Context: an optimization exercise on an open-source flow, tuned for small area, a short achievable clock period and few clock cycles per item. The choices shown serve that exercise and are no tape-out recipe. Function was checked by simulation only, so behaviour that the tests miss may differ from the original. No activity file was given, so power comes from the tool's default toggle rates.

// edit_distance_best_match
module edit_distance_best_match (
  input  logic        clk,
  input  logic        rst_n,
  input  logic        in_valid,
  output logic        in_ready,
  input  logic [1:0]  in_command,
  input  logic [7:0]  in_char,
  output logic        out_valid,
  input  logic        out_ready,
  output logic        out_found,
  output logic [11:0] out_index,
  input  logic        cfg_valid,
  output logic        cfg_ready,
  input  logic [6:0]  cfg_threshold
);
For scale: ~420 flip-flops, ~38 I/O pins, roughly 19000 sq um of cells after synthesis.
==> flow/config.mk <==
export PLATFORM = sky130hd
export DESIGN_NAME = edit_distance_best_match
export DESIGN_NICKNAME = edit_distance_best_match
export VERILOG_FILES = /design/flow/design.v
export SDC_FILE = /design/flow/constraint.sdc
export NUM_CORES = 4
export LEC_CHECK = 0
export CAP_MARGIN = 20
export CORE_MARGIN = 2
export CORE_UTILIZATION = 65
export CTS_BUF_LIST = sky130_fd_sc_hd__clkbuf_16
export CTS_CLUSTER_DIAMETER = 80
export CTS_CLUSTER_SIZE = 30
export SLEW_MARGIN = 20
==> flow/constraint.sdc <==
create_clock -name core_clock -period 10.0 [get_ports {clk}]
set_input_delay 2.0000 -clock core_clock [delete_from_list [all_inputs] [get_ports {clk}]]
set_output_delay 2.0000 -clock core_clock [all_outputs]
set_load 0.01 [all_outputs]
standard.sh (not shown) runs the stock make flow with config.mk's settings and CLKGATE_MAP_FILE= SYNTH_SCRIPT=/design/flow/synth_recipe.tcl, a recipe that flattens the netlist after the stock synthesis.
==> flow/flow/run.sh <==
#!/bin/bash
bash standard.sh SETUP_SLACK_MARGIN=6.9 "BUFFER_PORTS_ARGS=-buffer_cell sky130_fd_sc_hd__buf_2" "CTS_ARGS=-sink_clustering_enable -repair_clock_nets -sink_clustering_size 18 -sink_clustering_max_diameter 60 -buf_list sky130_fd_sc_hd__clkbuf_8 -dont_use_dummy_load" finish > standard.log 2>&1
The baseline produced a clean layout.
Testbench counts at the start, summed over its fixed seeds: cycles 32,566, items 32,550.
Next try:
==> flow/flow/run.sh (replaced) <==
#!/bin/bash
bash standard.sh SETUP_SLACK_MARGIN=6.9 "BUFFER_PORTS_ARGS=-buffer_cell sky130_fd_sc_hd__buf_2" "CTS_ARGS=-sink_clustering_enable -repair_clock_nets -sink_clustering_size 30 -sink_clustering_max_diameter 80 -buf_list sky130_fd_sc_hd__clkbuf_16 -dont_use_dummy_load" finish > standard.log 2>&1
Design area barely changes.
Die area does not change.
Sequential share of layout area stays flat.
Next try:
==> flow/flow/run.sh (replaced) <==
#!/bin/bash
bash standard.sh SETUP_SLACK_MARGIN=6.6 "BUFFER_PORTS_ARGS=-buffer_cell sky130_fd_sc_hd__buf_2" finish > standard.log 2>&1
Clock power climbs by 6.9%.
Sequential cell count stays the same.
Non-clock buffer count drops by 9.
Critical path depth climbs by 5.
Area after synthesis does not change.
Die area does not change.
Synthesized cell count is unchanged.
Count of clock-buffer cells in the layout climbs by 1.
Utilization drops by 0.45 points.
Hold slack improves by 0.025 ns.
Next try:
==> flow/flow/run.sh (replaced) <==
#!/bin/bash
bash standard.sh SETUP_SLACK_MARGIN=6.9 "BUFFER_PORTS_ARGS=-buffer_cell sky130_fd_sc_hd__buf_2" "CTS_ARGS=-sink_clustering_enable -repair_clock_nets -sink_clustering_size 30 -sink_clustering_max_diameter 80 -buf_list sky130_fd_sc_hd__clkbuf_16 -dont_use_dummy_load -sink_clustering_levels 1" finish > standard.log 2>&1
Worst setup slack gains 0.26 ns.
Die area does not change.
Non-clock buffer count rose by 9.
Total power shrinks slightly.
Routed wire length is higher slightly.
Design area rises slightly.
Final cell count stays flat.
Combinational power came out higher by a few percent.
Sequential power stays flat.
Synthesized area is unchanged.
Next try:
==> flow/flow/run.sh (replaced) <==
#!/bin/bash
bash standard.sh SETUP_SLACK_MARGIN=7.1 "BUFFER_PORTS_ARGS=-buffer_cell sky130_fd_sc_hd__buf_2" finish > standard.log 2>&1
What happened:
- wire length went up by about 2.2%
- die area is unchanged
- final area went up by about 1.7%
- clock-buffer cell count went up by 1
- worst setup slack improves by 0.0094 ns
- combinational power went up by about 3%

The RTL this note starts from:
==> flow/design.v <==
module edit_distance_best_match (
  input  logic        clk,
  input  logic        rst_n,
  input  logic        in_valid,
  output logic        in_ready,
  input  logic [1:0]  in_command,
  input  logic [7:0]  in_char,
  output logic        out_valid,
  input  logic        out_ready,
  output logic        out_found,
  output logic [11:0] out_index,
  input  logic        cfg_valid,
  output logic        cfg_ready,
  input  logic [6:0]  cfg_threshold
);
  localparam int R = 31;             
  localparam logic [1:0] C_QUERY = 2'd0;
  localparam logic [1:0] C_CHAR  = 2'd1;
  localparam logic [1:0] C_CLOSE = 2'd2;
  localparam logic [1:0] C_FIN   = 2'd3;
  logic         in_ready_r;
  logic         take, iq, ic, icl, ifin;
  assign in_ready  = in_ready_r;
  assign cfg_ready = in_ready_r;
  assign take      = in_valid && in_ready_r;
  assign iq        = take && in_command == C_QUERY;
  assign ic        = take && in_command == C_CHAR;
  assign icl       = take && in_command == C_CLOSE;
  assign ifin      = take && in_command == C_FIN;
  logic [5:0]   qlen_r;              
  logic [7:0]   qstore_r [R];
  logic [R-1:0] qmask;
  logic [R-1:0] eq_r;
  logic         b_char, b_close, b_fin, restart;
  always_comb begin
    qmask = '0;
    for (int n = 1; n <= R + 1; n++) begin
      if (qlen_r == 6'(n)) begin
        for (int k = 0; k < R; k++) qmask[k] = (k >= R - n);
      end
    end
  end
  always_ff @(posedge clk) begin
    if (iq) begin
      for (int k = 0; k < R - 1; k++) qstore_r[k] <= qstore_r[k+1];
      qstore_r[R-1] <= in_char;
    end
  end
  always_ff @(posedge clk) begin
    for (int k = 0; k < R; k++) eq_r[k] <= (qstore_r[k] == in_char);
  end
  always_ff @(posedge clk) begin
    if (!rst_n) begin
      qlen_r  <= '0;
      b_char  <= 1'b0;
      b_close <= 1'b0;
      b_fin   <= 1'b0;
      restart <= 1'b1;
    end else begin
      b_char  <= ic;
      b_close <= icl;
      b_fin   <= ifin;
      restart <= iq || icl || ifin;
      if (iq && !qlen_r[5]) qlen_r <= qlen_r + 6'd1;
      else if (ifin) qlen_r <= '0;
    end
  end
  logic [R-1:0] pv_r, mv_r;
  logic         sp_r, sm_r;          
  logic [4:0]   score_r;             
  logic [4:0]   pos_r;
  logic         tl_r;                
  logic [5:0]   best_r;              
  logic [11:0]  bidx_r;
  logic [12:0]  wcnt_r;
  logic [5:0]   thr_r, cfgd_r;
  logic         cfgv_r;
  logic         pend_r, deliver, pend_nxt;
  logic [R-1:0] c, xh, xv, ph, mh, phs, mhs;
  logic [4:0]   score_eff;
  logic         closer;
  logic         found;
  always_comb begin
    logic [R-1:0] gg, pp, gn, pn;
    gg = eq_r & pv_r;
    pp = pv_r;
    for (int d = 1; d < R; d = d * 2) begin
      gn = gg;
      pn = pp;
      for (int k = 0; k < R; k++) begin
        if ((k & d) != 0) begin
          gn[k] = gg[k] | (pp[k] & gg[(k & ~(d - 1)) - 1]);
          pn[k] = pp[k] & pp[(k & ~(d - 1)) - 1];
        end
      end
      gg = gn;
      pp = pn;
    end
    c = {gg[R-2:0], 1'b0};
  end
  assign xh  = eq_r | c;
  assign xv  = eq_r | mv_r;
  assign ph  = mv_r | ~(xh | pv_r);
  assign mh  = pv_r & xh;
  assign phs = {ph[R-2:0], 1'b1};
  assign mhs = {mh[R-2:0], 1'b0};
  assign score_eff = score_r + 5'(sp_r) - 5'(sm_r);
  assign closer = !tl_r && !qlen_r[5] && ({1'b0, score_eff} < best_r);
  assign found     = (wcnt_r != '0) && (best_r[5] ? thr_r[5] : (best_r[4:0] <= thr_r[4:0]));
  always_ff @(posedge clk) begin
    if (restart) begin
      pv_r <= qmask;
      mv_r <= ~qmask;
    end else if (b_char) begin
      pv_r <= mhs | ~(xv | phs);
      mv_r <= phs & xv;
    end
  end
  always_ff @(posedge clk) begin
    sp_r    <= b_char && ph[R-1];
    sm_r    <= b_char && mh[R-1];
    score_r <= restart ? qlen_r[4:0] : score_eff;
    if (restart) begin
      pos_r <= '0;
      tl_r  <= 1'b0;
    end else if (b_char && !tl_r) begin
      if (pos_r == 5'd31) tl_r <= 1'b1;
      else pos_r <= pos_r + 5'd1;
    end
  end
  always_ff @(posedge clk) begin
    if (!rst_n) begin
      best_r  <= 6'd32;
      bidx_r  <= '0;
      wcnt_r  <= '0;
    end else begin
      if (b_close && !wcnt_r[12]) begin
        if (closer) begin
          best_r <= {1'b0, score_eff};
          bidx_r <= wcnt_r[11:0];
        end
        wcnt_r <= wcnt_r + 13'd1;
      end
      if (deliver) begin
        best_r <= 6'd32;
        bidx_r <= '0;
        wcnt_r <= '0;
      end
    end
  end
  always_ff @(posedge clk) begin
    if (!rst_n) begin
      cfgv_r <= 1'b0;
      thr_r  <= 6'd2;
    end else if (!pend_nxt) begin
      cfgv_r <= cfg_valid && cfg_ready;
      if (cfgv_r) thr_r <= cfgd_r;
    end
  end
  always_ff @(posedge clk) begin
    if (!pend_nxt) begin
      cfgd_r <= {cfg_threshold[6], (cfg_threshold[6] || cfg_threshold[5]) ? 5'd31 : cfg_threshold[4:0]};
    end
  end
  logic        ov_r, of_r;
  logic [11:0] oi_r;
  logic        fin_take, ov_nxt;
  assign fin_take = take && in_command == C_FIN;
  assign deliver  = (b_fin || pend_r) && (!ov_r || out_ready);
  assign pend_nxt = (b_fin || pend_r) && ov_r && !out_ready;
  assign ov_nxt   = deliver || (ov_r && !out_ready);
  always_ff @(posedge clk) begin
    if (!rst_n) begin
      in_ready_r <= 1'b1;
      ov_r       <= 1'b0;
      pend_r     <= 1'b0;
    end else begin
      in_ready_r <= !((fin_take && ov_nxt) || pend_nxt);
      ov_r       <= ov_nxt;
      pend_r     <= pend_nxt;
    end
  end
  always_ff @(posedge clk) begin
    if (deliver) begin
      of_r <= found;
      oi_r <= found ? bidx_r : '0;
    end
  end
  assign out_valid = ov_r;
  assign out_found = of_r;
  assign out_index = oi_r;
endmodule
Settings: LEC_CHECK=0, CAP_MARGIN=20, CORE_MARGIN=2, CORE_UTILIZATION=65, CTS_BUF_LIST=sky130_fd_sc_hd__clkbuf_16, CTS_CLUSTER_DIAMETER=80, CTS_CLUSTER_SIZE=30, SLEW_MARGIN=20; clock period 10.0 ns.
==> flow/flow/run.sh <==
#!/bin/bash
bash standard.sh SETUP_SLACK_MARGIN=6.9 "BUFFER_PORTS_ARGS=-buffer_cell sky130_fd_sc_hd__buf_2" finish > standard.log 2>&1
The first run finished with timing, DRC and antenna clean.
Testbench counts at the start, summed over its fixed seeds: cycles 32,566, items 32,550.
Then changed:
==> flow/flow/run.sh (replaced) <==
#!/bin/bash
bash standard.sh SETUP_SLACK_MARGIN=6.9 "BUFFER_PORTS_ARGS=-buffer_cell sky130_fd_sc_hd__buf_2" "CTS_ARGS=-sink_clustering_enable -repair_clock_nets -sink_clustering_size 40 -sink_clustering_max_diameter 70 -buf_list sky130_fd_sc_hd__clkbuf_16 -dont_use_dummy_load" finish > standard.log 2>&1
Effect:
- core utilization barely changes
- clock power came out higher by about 3.7%
- worst setup slack degrades by 5.3 ps
- count of clock-buffer cells in the layout grows by 3
- sequential share of layout area stays flat
- synthesized area does not change
- design area is about the same
- hold slack gets worse by 39 ps
- fmax is about the same
Then changed:
==> flow/flow/run.sh (replaced) <==
#!/bin/bash
bash standard.sh SETUP_SLACK_MARGIN=7.0 "BUFFER_PORTS_ARGS=-buffer_cell sky130_fd_sc_hd__buf_2" finish > standard.log 2>&1
Clock-buffer cell count shrinks by 3.
Non-clock buffer count grows by 2.
Sequential cell count does not change.
Then changed:
==> flow/flow/run.sh (replaced) <==
#!/bin/bash
bash standard.sh SETUP_SLACK_MARGIN=6.8 "BUFFER_PORTS_ARGS=-buffer_cell sky130_fd_sc_hd__buf_2" finish > standard.log 2>&1
After rerunning: Die area does not change; global-route usage went down by 0.78 points; maximum frequency shrinks by a few percent; total power shrinks slightly; worst hold slack gets better by 3.3 ps.

Another version of the RTL of edit_distance_best_match (not shown whole).
For scale: ~1700 cells after synthesis, about 460 flip-flops, ~38 I/O pins.
clock: 10.0 ns
lec_check: 0
cap_margin: 20
core_margin: 2
core_utilization: 40
slew_margin: 20
run.sh (not shown) runs the stock make flow with config.mk's settings and CLKGATE_MAP_FILE= SYNTH_SCRIPT=/design/flow/synth_recipe.tcl, a recipe that flattens the netlist after the stock synthesis.
Stock flow here: none of the scripts above is used.
The starting point ran to the end with no violations.
Testbench counts at the start, summed over its fixed seeds: cycles 32,574, items 32,550.
Next try:
--- a/flow/config.mk
+++ b/flow/config.mk
@@ -10 +10,2 @@
-export CORE_UTILIZATION = 40
+export CORE_UTILIZATION = 65
+export SETUP_SLACK_MARGIN = 5
Outcome: The new run completed with no timing, DRC or antenna violations; synthesized area is unchanged; worst setup slack is better by 0.085 ns; sequential share of layout area grows by 1.3 points; global-route usage grows by 8.8 points; total power shrinks by a little under a tenth; register-to-register slack is better by 0.09 ns; cell count shrinks by roughly a tenth; synthesized cell count is unchanged; combinational power grows by a quarter to a third; clock-buffer cell count grows by 9; core utilization grows by 27 points.

Another version of the RTL of edit_distance_best_match (not shown whole).
For scale: roughly 1,500 cells after synthesis.
export LEC_CHECK = 0
export CAP_MARGIN = 20
export CORE_MARGIN = 2
export CORE_UTILIZATION = 65
export CTS_BUF_LIST = sky130_fd_sc_hd__clkbuf_16
export CTS_CLUSTER_DIAMETER = 60
export CTS_CLUSTER_SIZE = 24
export SLEW_MARGIN = 20
create_clock -name core_clock -period 10.0 [get_ports {clk}]
standard.sh (not shown) runs the stock make flow with config.mk's settings and CLKGATE_MAP_FILE= SYNTH_SCRIPT=/design/flow/synth_recipe.tcl, a recipe that flattens the netlist after the stock synthesis.
==> flow/flow/run.sh <==
#!/bin/bash
bash standard.sh SETUP_SLACK_MARGIN=7.0 "BUFFER_PORTS_ARGS=-buffer_cell sky130_fd_sc_hd__buf_2" finish > standard.log 2>&1
The first run completed with no timing, DRC or antenna violations.
Testbench counts at the start, summed over its fixed seeds: cycles 33,216, items 32,550.
Edit:
Settings changed: CTS_CLUSTER_DIAMETER 60 to 80, CTS_CLUSTER_SIZE 24 to 30.
The changed run passed the timing, design-rule and antenna checks.
Via count decreases by 1.4%.
Routed wire length fell by 2.4%.
Sequential cell count does not change.
Edit:
Settings changed: CTS_BUF_LIST sky130_fd_sc_hd__clkbuf_16 to sky130_fd_sc_hd__clkbuf_8, CTS_CLUSTER_DIAMETER 80 to 60, CTS_CLUSTER_SIZE 30 to 18.
Critical path depth stays the same.
Core utilization is about the same.
Count of clock-buffer cells in the layout goes up by 15.
Cell area is about the same.
Final cell count goes up by 1.3%.
Routed wire length goes down by 0.69%.
First-iteration DRC count goes down by 1.4%.
Clock power goes up by about 1%.

run a:
Another version of the RTL of edit_distance_best_match (not shown whole).
For scale: roughly 1,600 cells after synthesis, roughly 440 flip-flops, roughly 38 I/O pins, roughly 20,000 um^2 of cells after synthesis.
Design edit_distance_best_match, start of the top module:
module edit_distance_best_match (
  input  logic        clk,
  input  logic        rst_n,
  input  logic        in_valid,
  output logic        in_ready,
  input  logic [1:0]  in_command,
  input  logic [7:0]  in_char,
  output logic        out_valid,
  input  logic        out_ready,
  output logic        out_found,
  output logic [11:0] out_index,
  input  logic        cfg_valid,
  output logic        cfg_ready,
  input  logic [6:0]  cfg_threshold
);
export LEC_CHECK = 0
export CAP_MARGIN = 20
export CORE_MARGIN = 2
export CORE_UTILIZATION = 65
export CTS_BUF_LIST = sky130_fd_sc_hd__clkbuf_8
export SLEW_MARGIN = 20
create_clock -name core_clock -period 10.0 [get_ports {clk}]
==> flow/flow/run.sh <==
#!/bin/bash
bash standard.sh SETUP_SLACK_MARGIN=7.2 finish > standard.log 2>&1
Testbench counts of run a, summed over its fixed seeds: cycles 32,566, items 32,550.
Relative to run a, the following input files were edited for run b:
Settings: CTS_BUF_LIST: sky130_fd_sc_hd__clkbuf_8 -> unset.
### Flow results
Both conditions hold for run b: the flow ran to the end and the final layout passed the timing, design-rule and antenna checks.
Hold slack delta (run b -> run a): insignificant
Diff run a -> run b: power in combinational cells level; actual slew at the worst max-slew pin moved down; final-layout clock buffer total moved down.

==> port drivers added, routing unchanged <==
The flow's constraints put no driver on any port. The routed layouts listed below were extracted and timed again, unchanged, in two steps.
Step 1 (the two cells are an assumption about what drives the block):
set clk [get_ports {clk}]
set_driving_cell -lib_cell sky130_fd_sc_hd__clkbuf_16 $clk
set_driving_cell -lib_cell sky130_fd_sc_hd__buf_2 [delete_from_list [all_inputs] $clk]
Step 2 adds t to the input delays and takes it off the output delays; t is the mean of the earliest and latest rising clock arrival at the registers after step 1. Input paths then give back, and output paths get back, about the clock's delay inside the block.
Three values: ideal, step 1, step 2; two values: the first two.
run | t, ns | setup slack, ns | latest minus earliest clock arrival (ns) | worst register clock-pin slew, ns
the first run of note 1 | 0.581 | 6.940 / 6.893 / 6.492 | 0.033 / 0.034 | 0.10 / 0.10
the second run of note 1 | 0.573 | 6.946 / 6.893 / 6.480 | 0.042 / 0.042 | 0.11 / 0.11
the third run of note 1 | 0.576 | 6.685 / 6.649 / 6.137 | 0.024 / 0.024 | 0.11 / 0.11
the fourth run of note 1 | 0.573 | 6.946 / 6.893 / 6.480 | 0.042 / 0.042 | 0.11 / 0.11
the fifth run of note 1 | 0.577 | 6.955 / 6.902 / 6.553 | 0.020 / 0.021 | 0.12 / 0.12
the first run of note 2 | 0.580 | 6.933 / 6.882 / 6.499 | 0.021 / 0.022 | 0.11 / 0.11
the second run of note 2 | 0.585 | 6.928 / 6.875 / 6.472 | 0.060 / 0.060 | 0.11 / 0.11
the third run of note 2 | 0.580 | 6.924 / 6.872 / 6.506 | 0.031 / 0.030 | 0.11 / 0.11
the fourth run of note 2 | 0.577 | 6.853 / 6.843 / 6.301 | 0.023 / 0.023 | 0.11 / 0.11
the first run of note 3 | 0.631 | 6.386 / 6.386 / 6.157 | 0.021 / 0.020 | 0.06 / 0.06
the second run of note 3 | 0.615 | 6.471 / 6.471 / 6.220 | 0.020 / 0.019 | 0.07 / 0.07
the first run of note 4 | 0.622 | 6.908 / 6.858 / 6.511 | 0.023 / 0.022 | 0.09 / 0.09
the second run of note 4 | 0.581 | 6.931 / 6.881 / 6.536 | 0.023 / 0.023 | 0.11 / 0.11
the third run of note 4 | 0.661 | 6.844 / 6.798 / 6.457 | 0.021 / 0.021 | 0.11 / 0.11
run a | 0.623 | 6.884 / 6.836 / 6.634 | 0.027 / 0.028 | 0.07 / 0.07
run b | 0.589 | 6.922 / 6.868 / 6.658 | 0.018 / 0.018 | 0.07 / 0.07
After both steps setup and hold are still met in every run listed. For the fourth run of note 2, which loses most, drivers alone change the setup slack by -0.010 ns; drivers and shift together by -0.552 ns.
